What follows belongs to an exercise in optimizing a design on an open flow for small area and a short achievable clock period; a production flow would make more cautious choices.
RTL that was checked went through simulation tests only; none was proved equivalent to the original.
Power is estimated from default activity; no workload was simulated. No driver is modelled on the clock port, so clocking that relies on it looks cheaper here than on a real chip.

## block_relay
module block_relay (
	input  logic        clk,
	input  logic        rst_n,
	input  logic        wb_cyc,
	input  logic        wb_stb,
	input  logic        wb_we,
	input  logic [1:0]  wb_adr,
	input  logic [15:0] wb_dat_i,
	output logic        wb_ack,
	output logic [15:0] wb_dat_o,
	input  logic        in_vld,
	input  logic [15:0] in_data,
	output logic        in_rdy,
	output logic        uart_txd
);
Size: about 2,800 cells after synthesis, roughly 1,100 flip-flops, about 59 I/O pins, ~35,000 sq um of cells after synthesis.
Settings: LEC_CHECK=0, CAP_MARGIN=20, CORE_MARGIN=2, CORE_UTILIZATION=60, SLEW_MARGIN=20; clock period 10.0 ns.
standard.sh (not shown) runs the stock make flow with config.mk's settings and CLKGATE_MAP_FILE= SYNTH_SCRIPT=/design/flow/synth_recipe.tcl, a recipe that flattens the netlist after the stock synthesis.
==> flow/flow/run.sh <==
#!/bin/bash
# Standard layout (standard.sh: the standard flow's synthesis, floorplan, power grid, place,
# CTS, route), with these changes to how it is made:
#  - ports are buffered with buf_2 cells, which repair can resize,
#  - clock tree: larger sink clusters and no dummy loads.
set -euo pipefail
MARGIN=$(cat flow/margin.txt)
bash standard.sh \
  "SETUP_SLACK_MARGIN=${MARGIN}" \
  "BUFFER_PORTS_ARGS=-buffer_cell sky130_fd_sc_hd__buf_2" \
  "CTS_ARGS=-sink_clustering_enable -repair_clock_nets -sink_clustering_size 40 -sink_clustering_max_diameter 50 -dont_use_dummy_load" \
  finish > orfs_make.log 2>&1
==> flow/flow/margin.txt <==
7
Then changed:
--- a/flow/flow/run.sh
+++ b/flow/flow/run.sh
@@ -10,3 +10,3 @@
   "BUFFER_PORTS_ARGS=-buffer_cell sky130_fd_sc_hd__buf_2" \
-  "CTS_ARGS=-sink_clustering_enable -repair_clock_nets -sink_clustering_size 40 -sink_clustering_max_diameter 50 -dont_use_dummy_load" \
+  "CTS_ARGS=-sink_clustering_enable -repair_clock_nets -sink_clustering_size 25 -sink_clustering_max_diameter 60 -dont_use_dummy_load" \
   finish > orfs_make.log 2>&1
After rerunning: Non-clock buffer count stays the same; final area decreases by 1.7%; final cell count is lower by about 0.7%; clock skew shrinks by 0.026 ns; clock power shrinks by 20%; routed wire length went down by about 1.1%.


Another version of the RTL of block_relay (not shown whole).
For scale: about 2800 cells after synthesis, roughly 1100 flip-flops, roughly 59 I/O pins, about 35000 um2 of cells after synthesis.
==> flow/config.mk <==
export PLATFORM = sky130hd
export DESIGN_NAME = block_relay
export DESIGN_NICKNAME = block_relay
export VERILOG_FILES = /design/flow/design.v
export SDC_FILE = /design/flow/constraint.sdc
export NUM_CORES = 4
export LEC_CHECK = 0
export CAP_MARGIN = 20
export CORE_MARGIN = 2
export CORE_UTILIZATION = 60
export SLEW_MARGIN = 20
export SYNTH_HIERARCHICAL = 1
==> flow/constraint.sdc <==
create_clock -name core_clock -period 10.0 [get_ports {clk}]
set_input_delay 2.0000 -clock core_clock [delete_from_list [all_inputs] [get_ports {clk}]]
set_output_delay 2.0000 -clock core_clock [all_outputs]
set_load 0.01 [all_outputs]
==> flow/flow/run.sh <==
#!/bin/bash
# Standard layout (standard.sh: the standard flow's synthesis, floorplan, power grid, place,
# CTS, route), with these changes to how it is made:
#  - ports are buffered with buf_2 cells, which repair can resize,
#  - clock tree: larger sink clusters and no dummy loads,
#  - after placement, each output's register is moved next to its port buffer
#    (pull_outputs.tcl), before the clock tree is built; the port buffers of
#    in_rdy, uart_txd and wb_ack become buf_6.
set -euo pipefail
MARGIN=$(cat flow/margin.txt)
ARGS=(
  "SETUP_SLACK_MARGIN=${MARGIN}"
  "BUFFER_PORTS_ARGS=-buffer_cell sky130_fd_sc_hd__buf_2"
  "CTS_ARGS=-sink_clustering_enable -repair_clock_nets -sink_clustering_size 30 -sink_clustering_max_diameter 100 -dont_use_dummy_load"
)
bash standard.sh "${ARGS[@]}" place > orfs_place.log 2>&1
RESULTS=orfs/results/sky130hd/block_relay/base openroad -no_init -exit flow/pull_outputs.tcl > pull_outputs.log 2>&1
bash standard.sh "${ARGS[@]}" finish > orfs_make.log 2>&1
==> flow/flow/pull_outputs.tcl <==
# Move each output port's register (and any inverter or buffer between it and the
# port's buffer) next to the port's buffer, then legalize. Runs on the placed design
# before clock tree synthesis; changes placement (and the size of three port buffers) only.
set res $::env(RESULTS)
read_db $res/3_place.odb
set block [ord::get_db_block]
proc driver_of {net} {
  foreach it [$net getITerms] {
    if {[$it isOutputSignal]} { return $it }
  }
  return ""
}
set moved 0
foreach bt [$block getBTerms] {
  if {[$bt getIoType] ne "OUTPUT"} { continue }
  set net [$bt getNet]
  set drv [driver_of $net]
  if {$drv eq ""} { continue }
  set obuf [$drv getInst]
  # the single-bit control outputs go through an inverter or a reset register: a stronger port buffer
  if {[lsearch {in_rdy uart_txd wb_ack} [$bt getName]] >= 0} {
    $obuf swapMaster [[ord::get_db] findMaster sky130_fd_sc_hd__buf_6]
    puts "port buffer of [$bt getName] is now buf_6"
  }
  set loc [$obuf getLocation]
  set x [lindex $loc 0]; set y [lindex $loc 1]
  # walk back from the port buffer through single-input cells with one load
  set inst $obuf
  for {set k 0} {$k < 3} {incr k} {
    set in ""
    foreach it [$inst getITerms] {
      if {[$it isInputSignal]} { set in $it }
    }
    if {$in eq ""} { break }
    set n [$in getNet]
    if {$n eq "NULL"} { break }
    set d [driver_of $n]
    if {$d eq ""} { break }
    set prev [$d getInst]
    set loads 0
    foreach it [$n getITerms] { if {[$it isInputSignal]} { incr loads } }
    set m [[$prev getMaster] getName]
    if {$loads != 1 && ![string match "*df*" $m]} { break }
    if {[$prev isFixed]} { break }
    $prev setLocation $x $y
    incr moved
    puts "moved [$prev getName] ($m) to port [$bt getName]"
    if {[string match "*df*" $m]} { break }
    set inst $prev
  }
}
puts "moved $moved cells"
detailed_placement
check_placement
write_db $res/3_place.odb
Scripts as last shown in full above: flow/flow/margin.txt
Then changed:
--- a/flow/flow/run.sh
+++ b/flow/flow/run.sh
@@ -5,6 +5,5 @@
 #  - clock tree: larger sink clusters and no dummy loads,
 #  - after placement, each output's register is moved next to its port buffer
-#    (pull_outputs.tcl), before the clock tree is built; the port buffers of
-#    in_rdy, uart_txd and wb_ack become buf_6.
+#    (pull_outputs.tcl), before the clock tree is built.
 set -euo pipefail
 MARGIN=$(cat flow/margin.txt)
==> flow/flow/margin.txt (replaced) <==
6.85
--- a/flow/flow/pull_outputs.tcl
+++ b/flow/flow/pull_outputs.tcl
@@ -1,5 +1,5 @@
 # Move each output port's register (and any inverter or buffer between it and the
 # port's buffer) next to the port's buffer, then legalize. Runs on the placed design
-# before clock tree synthesis; changes placement (and the size of three port buffers) only.
+# before clock tree synthesis; changes placement only.
 set res $::env(RESULTS)
 read_db $res/3_place.odb
@@ -18,9 +18,4 @@
   if {$drv eq ""} { continue }
   set obuf [$drv getInst]
-  # the single-bit control outputs go through an inverter or a reset register: a stronger port buffer
-  if {[lsearch {in_rdy uart_txd wb_ack} [$bt getName]] >= 0} {
-    $obuf swapMaster [[ord::get_db] findMaster sky130_fd_sc_hd__buf_6]
-    puts "port buffer of [$bt getName] is now buf_6"
-  }
   set loc [$obuf getLocation]
   set x [lindex $loc 0]; set y [lindex $loc 1]
What happened: First-iteration DRC count rose by 4.2%; area after synthesis is unchanged; total power is about the same; sequential share of layout area increases by 0.15 points; non-clock buffer count shrinks by 2; final area went down by 0.32%; clock power stays flat; global-route usage came out lower by 0.17 points; critical path depth stays the same; worst setup slack got worse by 0.0087 ns.
Then changed:
==> flow/flow/margin.txt (replaced) <==
7
Settings changed: ABC_AREA from default to 1.
Global-route usage went up by 1.8 points; power rose by 100%; sequential power is higher by 48%.
Then changed:
Settings changed: ABC_AREA 1 to default.
Result: The new run finished clean. Clock power is about the same. Total power falls by 50%. Core utilization hardly moves. Synthesized cell count went down by 31%. Setup slack stays flat. Cell count goes down by 27%. Sequential cell count does not change. Fmax stays flat. Hold slack gains 0.010 ns.


block_relay, a different RTL version from the one above (not shown whole).
Size: ~2,800 cells after synthesis, ~59 I/O pins.
==> flow/config.mk <==
export PLATFORM = sky130hd
export DESIGN_NAME = block_relay
export DESIGN_NICKNAME = block_relay
export VERILOG_FILES = /design/flow/design.v
export SDC_FILE = /design/flow/constraint.sdc
export NUM_CORES = 4
export LEC_CHECK = 0
export CAP_MARGIN = 20
export CORE_MARGIN = 2
export CORE_UTILIZATION = 40
export SLEW_MARGIN = 20
==> flow/constraint.sdc <==
create_clock -name core_clock -period 10.0 [get_ports {clk}]
set_input_delay 2.0000 -clock core_clock [delete_from_list [all_inputs] [get_ports {clk}]]
set_output_delay 2.0000 -clock core_clock [all_outputs]
set_load 0.01 [all_outputs]
==> flow/flow/run.sh <==
#!/bin/bash
set -euo pipefail
MARGIN=$(cat flow/margin.txt)
bash standard.sh "SETUP_SLACK_MARGIN=${MARGIN}" finish > orfs_make.log 2>&1
==> flow/flow/margin.txt <==
7
The starting point passed the timing, design-rule and antenna checks.
Change:
==> flow/flow/run.sh (replaced) <==
#!/bin/bash
# Standard layout (standard.sh: the standard flow's synthesis, floorplan, power grid, place,
# CTS, route), with these changes to how it is made:
#  - ports are buffered with buf_2 cells, which repair can resize,
#  - clock tree: larger sink clusters and no dummy loads.
set -euo pipefail
MARGIN=$(cat flow/margin.txt)
bash standard.sh \
  "SETUP_SLACK_MARGIN=${MARGIN}" \
  "BUFFER_PORTS_ARGS=-buffer_cell sky130_fd_sc_hd__buf_2" \
  "CTS_ARGS=-sink_clustering_enable -repair_clock_nets -sink_clustering_size 25 -sink_clustering_max_diameter 60 -dont_use_dummy_load" \
  finish > orfs_make.log 2>&1
Settings changed: CORE_UTILIZATION 40 to 60.
- area after synthesis does not change
- clock-buffer cell count went down by 105
- cell area went down by 7.9%
- total power went down by 13%
- sequential share of layout area went up by 4.6 points
- hold slack is worse by 20 ps
Change:
==> flow/run.sh (new file) <==
#!/bin/bash
# synth_recipe.tcl (not shown) runs the flow's synth.tcl, then flattens the netlist and writes it again
# the make line also repeats each setting of config.mk as NAME=value (left out here)
make -C /OpenROAD-flow-scripts/flow DESIGN_CONFIG=/design/flow/config.mk WORK_HOME=/design/flow/orfs CLKGATE_MAP_FILE= SYNTH_SCRIPT=/design/flow/synth_recipe.tcl finish
Settings changed: CTS_CLUSTER_DIAMETER set to 60, CTS_CLUSTER_SIZE set to 25, SETUP_SLACK_MARGIN set to 5.
removed: flow/flow/run.sh
removed: flow/flow/margin.txt
removed: flow/standard.sh
- synthesized cell count does not change
- area after synthesis does not change
- power increases by about 2.4%
- first-iteration DRC count came out lower by about 10%
- clock skew goes down by 43 ps
- final cell count came out higher by about 0.6%
- routed wire length drops by about 0.7%
- worst setup slack got worse by 970 ps
- cell area increases by about 1%
- count of clock-buffer cells in the layout grows by 14
No run of this note included a check of the RTL's function; only the layout flow was run.


block_relay, a different RTL version from the one above (not shown whole).
For scale: roughly 59 I/O pins.
make LEC_CHECK=0 CAP_MARGIN=20 CORE_MARGIN=2 CORE_UTILIZATION=40 SLEW_MARGIN=20 finish   # period 10.0 ns
run.sh (not shown) runs the stock make flow with config.mk's settings and CLKGATE_MAP_FILE= SYNTH_SCRIPT=/design/flow/synth_recipe.tcl, a recipe that flattens the netlist after the stock synthesis.
Stock flow here: none of the scripts above is used.
The starting point produced a clean layout.
Rerun with:
--- a/flow/config.mk
+++ b/flow/config.mk
@@ -9,3 +9,4 @@
 export CORE_MARGIN = 2
 export CORE_UTILIZATION = 40
+export SETUP_SLACK_MARGIN = 5
 export SLEW_MARGIN = 20
=> The new run completed with no timing, DRC or antenna violations. Total power drops by 0.59%. Global-route usage climbs by 0.24 points. Critical path depth drops by 1.


== rev 12 ==
The RTL this note starts from:
==> flow/design.v <==
package block_relay_pkg;
	typedef enum logic [1:0] {
		SEQ_IDLE,
		SEQ_FILL,
		SEQ_DRAIN,
		SEQ_CLOSE
	} seq_state_e;
	typedef enum logic [1:0] {
		TX_IDLE,
		TX_START,
		TX_DATA,
		TX_STOP
	} tx_state_e;
	typedef struct packed {
		logic        cyc;
		logic        stb;
		logic        we;
		logic [1:0]  adr;
		logic [15:0] dat;
	} wb_req_t;
	typedef struct packed {
		logic        ack;
		logic [15:0] dat;
	} wb_rsp_t;
	typedef struct packed {
		logic        vld;
		logic [15:0] data;
	} sample_t;
endpackage
module relay_read (
	input  logic        wb_we,
	input  logic [1:0]  wb_adr,
	input  logic [15:0] wb_dat_i,
	input  logic [6:0]  len_q,
	input  logic [14:0] blk_nxt,
	input  logic        busy_nxt,
	output logic [6:0]  len_clamped,
	output logic [15:0] dat_n
);
	always_comb begin
		if (wb_dat_i == 16'd0) begin
			len_clamped = 7'd1;
		end else if (wb_dat_i > 16'(64)) begin
			len_clamped = 7'(64);
		end else begin
			len_clamped = wb_dat_i[6:0];
		end
	end
	always_comb begin
		case (wb_adr)
			2'd0:    dat_n = 16'(wb_we ? len_clamped : len_q);
			2'd1:    dat_n = {blk_nxt, busy_nxt};
			default: dat_n = 16'h0000;
		endcase
	end
endmodule
module block_relay (
	input  logic        clk,
	input  logic        rst_n,
	input  logic        wb_cyc,
	input  logic        wb_stb,
	input  logic        wb_we,
	input  logic [1:0]  wb_adr,
	input  logic [15:0] wb_dat_i,
	output logic        wb_ack,
	output logic [15:0] wb_dat_o,
	input  logic        in_vld,
	input  logic [15:0] in_data,
	output logic        in_rdy,
	output logic        uart_txd
);
	logic       nrdy_o;    
	logic       act;       
	logic       drn;       
	logic       cls;       
	logic [5:0] cnt;       
	logic [5:0] pos;       
	logic [1:0] baud;      
	logic [3:0] slot;      
	logic       hi;        
	logic       smp_vld;   
	logic       mv;        
	logic       hold;      
	logic       txd_h;     
	logic       ntxd_q;    
	logic [6:0] len_q;     
	logic       rdy;
	logic       accept;
	logic       first;
	logic       fill_last;
	logic       bit_end;
	logic       turn;
	assign rdy       = !drn && !cls;
	assign accept    = in_vld && rdy;
	assign first     = accept && !act;
	assign fill_last = act ? (cnt == 6'd1) : (len_q == 7'd1);
	assign bit_end   = (baud == 2'd3);
	assign turn      = mv && !smp_vld;
	assign in_rdy   = !nrdy_o;
	assign uart_txd = !ntxd_q;
	function automatic logic need_of(input logic [5:0] p, input logic [3:0] s, input logic h);
		logic       m16;
		logic [3:0] mask;
		m16  = h || s == 4'd7 || s == 4'd8;
		mask = {m16, m16 || s != 4'd15, 2'b11};
		need_of = (~p[3:0] & mask) != 4'd0;
	endfunction
	logic       act_n, drn_n, cls_n, hi_n;
	logic [5:0] cnt_n, pos_n;
	logic [1:0] baud_n;
	logic [3:0] slot_n;
	logic       mv_n;
	always_comb begin
		act_n   = act;
		drn_n   = drn;
		cls_n   = 1'b0;
		cnt_n   = cnt;
		pos_n   = pos;
		baud_n  = baud;
		slot_n  = slot;
		hi_n    = hi;
		if (first) begin
			pos_n = len_q[5:0];
		end
		if (turn && need_of(pos, slot, hi)) begin
			pos_n = pos + 6'd1;
		end
		if (accept) begin
			if (fill_last) begin
				act_n   = 1'b0;
				drn_n   = 1'b1;
				cnt_n   = first ? len_q[5:0] : pos;
				slot_n  = 4'd15;
				hi_n    = 1'b0;
				baud_n  = 2'd0;
			end else begin
				act_n = 1'b1;
				cnt_n = first ? 6'(len_q - 7'd1) : cnt - 6'd1;
			end
		end else if (drn) begin
			baud_n = baud + 2'd1;
			case (slot)
				4'd8: begin
					if (bit_end) begin
						if (!hi) begin
							hi_n   = 1'b1;
							slot_n = 4'd15;
						end else begin
							slot_n = 4'd9;
						end
					end
				end
				4'd9: begin
					baud_n = 2'd0;
					if (cnt != 6'd1) begin
						cnt_n  = cnt - 6'd1;
						hi_n   = 1'b0;
						slot_n = 4'd15;
					end else begin
						slot_n = 4'd10;
					end
				end
				4'd10: begin
					drn_n = 1'b0;
					cls_n = 1'b1;
				end
				default: begin
					if (bit_end) begin
						slot_n = slot + 4'd1;
					end
				end
			endcase
		end
	end
	logic       turn_n;
	logic [5:0] pos_d;
	logic [3:0] slot_d;
	logic       hi_d;
	logic       more;
	always_comb begin
		more   = cnt != 6'd1;
		pos_d  = (turn && need_of(pos, slot, hi)) ? pos + 6'd1 : pos;
		slot_d = slot;
		hi_d   = hi;
		case (slot)
			4'd8: begin
				if (bit_end) begin
					slot_d = hi ? 4'd9 : 4'd15;
					hi_d   = 1'b1;
				end
			end
			4'd9: begin
				slot_d = more ? 4'd15 : 4'd10;
				hi_d   = !more;
			end
			4'd10: begin
				slot_d = slot;
			end
			default: begin
				if (bit_end) begin
					slot_d = slot + 4'd1;
				end
			end
		endcase
		turn_n = drn && slot != 4'd10 && (need_of(pos_d, slot_d, hi_d) || (slot_d == 4'd9 && more));
	end
	assign mv_n = accept || turn_n;
	always_ff @(posedge clk or negedge rst_n) begin
		if (!rst_n) begin
			nrdy_o  <= 1'b0;
			act     <= 1'b0;
			drn     <= 1'b0;
			cls     <= 1'b0;
			cnt     <= '0;
			pos     <= '0;
			baud    <= '0;
			slot    <= '0;
			hi      <= 1'b0;
		end else begin
			nrdy_o  <= drn_n || cls_n;
			act     <= act_n;
			drn     <= drn_n;
			cls     <= cls_n;
			cnt     <= cnt_n;
			pos     <= pos_n;
			baud    <= baud_n;
			slot    <= slot_n;
			hi      <= hi_n;
		end
	end
	always_ff @(posedge clk) begin
		smp_vld <= accept;
		mv      <= mv_n;
		hold    <= !mv_n;
	end
	logic [1023:0] ring;
	always_ff @(posedge clk) begin
		if (rdy || mv) begin
			ring[15:0] <= rdy ? in_data : ring[1023:1008];
		end
	end
	always_ff @(posedge clk) begin
		ring[1023:16] <= ({1008{mv}} & ring[1007:0]) | ({1008{hold}} & ring[1023:16]);
	end
	logic [3:0] bidx;
	logic       dbit;
	assign bidx = {hi, slot[2:0]};
	always_comb begin
		if (bidx == 4'd0) begin
			dbit = ring[{pos[5:2], 2'b11, 4'd0}];
		end else if (!bidx[3]) begin
			dbit = ring[{pos[5:3], 3'b111, bidx}];
		end else begin
			dbit = ring[{pos[5:4], 4'b1111, bidx}];
		end
	end
	logic txd_n;
	assign txd_n = (drn && baud == 2'd0) ? (slot != 4'd15 && (slot[3] || dbit)) : txd_h;
	always_ff @(posedge clk or negedge rst_n) begin
		if (!rst_n) begin
			txd_h  <= 1'b1;
			ntxd_q <= 1'b0;
		end else begin
			txd_h  <= txd_n;
			ntxd_q <= !txd_n;
		end
	end
	logic        req;
	logic        take;
	logic        req_q;    
	logic        ack_q;
	logic [14:0] blk_cnt;
	logic [14:0] blk_nxt;
	logic        busy_nxt;
	logic [6:0]  len_clamped;
	logic [15:0] dat_q;
	assign req  = wb_cyc && wb_stb;
	assign take = req && !req_q;
	always_ff @(posedge clk or negedge rst_n) begin
		if (!rst_n) begin
			req_q <= 1'b0;
			ack_q <= 1'b0;
		end else begin
			req_q <= req;
			ack_q <= take;
		end
	end
	logic [15:0] dat_n;
	relay_read u_read (
		.wb_we       (wb_we),
		.wb_adr      (wb_adr),
		.wb_dat_i    (wb_dat_i),
		.len_q       (len_q),
		.blk_nxt     (blk_nxt),
		.busy_nxt    (busy_nxt),
		.len_clamped (len_clamped),
		.dat_n       (dat_n)
	);
	always_ff @(posedge clk or negedge rst_n) begin
		if (!rst_n) begin
			len_q <= 7'(10);
		end else if (take && wb_we && wb_adr == 2'd0) begin
			len_q <= len_clamped;
		end
	end
	assign blk_nxt = cls ? blk_cnt + 15'd1 : blk_cnt;
	always_ff @(posedge clk or negedge rst_n) begin
		if (!rst_n) begin
			blk_cnt <= '0;
		end else begin
			blk_cnt <= blk_nxt;
		end
	end
	assign busy_nxt = !(cls || (rdy && !act && !in_vld));
	always_ff @(posedge clk) begin
		dat_q <= dat_n;
	end
	assign wb_ack   = ack_q;
	assign wb_dat_o = dat_q;
endmodule
==> flow/config.mk <==
export PLATFORM = sky130hd
export DESIGN_NAME = block_relay
export DESIGN_NICKNAME = block_relay
export VERILOG_FILES = /design/flow/design.v
export SDC_FILE = /design/flow/constraint.sdc
export NUM_CORES = 4
export LEC_CHECK = 0
export CAP_MARGIN = 20
export CORE_MARGIN = 2
export CORE_UTILIZATION = 60
export SLEW_MARGIN = 20
export SYNTH_HIERARCHICAL = 1
==> flow/constraint.sdc <==
create_clock -name core_clock -period 10.0 [get_ports {clk}]
set_input_delay 2.0000 -clock core_clock [delete_from_list [all_inputs] [get_ports {clk}]]
set_output_delay 2.0000 -clock core_clock [all_outputs]
set_load 0.01 [all_outputs]
standard.sh (not shown) runs the stock make flow with config.mk's settings and CLKGATE_MAP_FILE= SYNTH_SCRIPT=/design/flow/synth_recipe.tcl, a recipe that flattens the netlist after the stock synthesis.
==> flow/flow/run.sh <==
#!/bin/bash
# Standard layout (standard.sh: the standard flow's synthesis, floorplan, power grid, place,
# CTS, route), with these changes to how it is made:
#  - ports are buffered with buf_2 cells, which repair can resize,
#  - clock tree: larger sink clusters and no dummy loads.
set -euo pipefail
MARGIN=$(cat flow/margin.txt)
bash standard.sh \
  "SETUP_SLACK_MARGIN=${MARGIN}" \
  "BUFFER_PORTS_ARGS=-buffer_cell sky130_fd_sc_hd__buf_2" \
  "CTS_ARGS=-sink_clustering_enable -repair_clock_nets -sink_clustering_size 25 -sink_clustering_max_diameter 60 -dont_use_dummy_load" \
  finish > orfs_make.log 2>&1
==> flow/flow/margin.txt <==
7
[inputs] rev 13 vs rev 12
-- flow/flow/run.sh --
<<< rev 12, line 9
  "SETUP_SLACK_MARGIN=${MARGIN}" \
  "BUFFER_PORTS_ARGS=-buffer_cell sky130_fd_sc_hd__buf_2" \
  "CTS_ARGS=-sink_clustering_enable -repair_clock_nets -sink_clustering_size 25 -sink_clustering_max_diameter 60 -dont_use_dummy_load" \
  finish > orfs_make.log 2>&1
>>> rev 13, line 9
  "SETUP_SLACK_MARGIN=${MARGIN}" \
  "BUFFER_PORTS_ARGS=-buffer_cell sky130_fd_sc_hd__buf_2" \
  "CTS_ARGS=-sink_clustering_enable -repair_clock_nets -sink_clustering_size 30 -sink_clustering_max_diameter 100 -dont_use_dummy_load" \
  finish > orfs_make.log 2>&1
## What came out
- Rev 13 — share of total power in combinational logic 0.5 points higher, rev 12 as reference
- In the metrics for rev 12 and rev 13, the one carrying the higher total routed wire length on the met1 layer is rev 12.
- Rev 13 vs. rev 12: maximum clock frequency climbed 0.54%; clock network power consumption dropped about 12%.
- Re post-layout utilization of the core: rev 13 is 0.56 points down on rev 12.
- Looking at leakage power summed over all cells, rev 13 sits below rev 12.
- Relative to rev 12, largest stage delay on the critical path increased by 0.02 ns in rev 13.
Function was not checked in any run of this note: the RTL went through the layout flow alone.

[what the ideal ports hide]
How much do the figures lean on ideal ports? The routed layouts below were timed once more, with nothing changed but the port constraints. Step 1 (the two cells are an assumption about what drives the block):
set clk [get_ports {clk}]
set_driving_cell -lib_cell sky130_fd_sc_hd__clkbuf_16 $clk
set_driving_cell -lib_cell sky130_fd_sc_hd__buf_2 [delete_from_list [all_inputs] $clk]
Step 2 also shifts input and output timing later by t, the mid clock arrival at the registers, as if the neighbouring blocks saw the same clock. Slacks: no drivers / after step 1 / after step 2; pairs: no drivers / after step 1.
run | t, ns | slack for setup (ns) | worst data-port slew with drivers (ns)
the first run of note 1 | 0.667 | 6.796 / 6.733 / 6.250 | 0.11
the second run of note 1 | 0.665 | 6.757 / 6.692 / 6.261 | 0.12
the first run of note 2 | 0.651 | 6.845 / 6.780 / 6.598 | 0.05
the second run of note 2 | 0.658 | 6.837 / 6.772 / 6.279 | 0.07
the third run of note 2 | 0.651 | 6.855 / 6.793 / 6.540 | 0.06
the fourth run of note 2 | 0.653 | 6.855 / 6.788 / 6.558 | 0.06
the first run of note 3 | 0.740 | 6.510 / 6.405 / 5.665 | 0.16
the second run of note 3 | 0.666 | 6.569 / 6.481 / 5.815 | 0.15
the third run of note 3 | 0.693 | 5.598 / 5.540 / 4.847 | 0.12
the first run of note 4 | 0.714 | 4.669 / 4.669 / 4.669 | 0.05
the second run of note 4 | 0.720 | 5.492 / 5.492 / 5.492 | 0.12
rev 12 | 0.665 | 6.831 / 6.765 / 6.390 | 0.07
rev 13 | 0.654 | 6.848 / 6.781 / 6.400 | 0.06
After both steps every run listed still meets setup and hold. The setup slack of the first run of note 3, which loses most, moves by -0.105 ns with the drivers and by -0.845 ns with both steps.
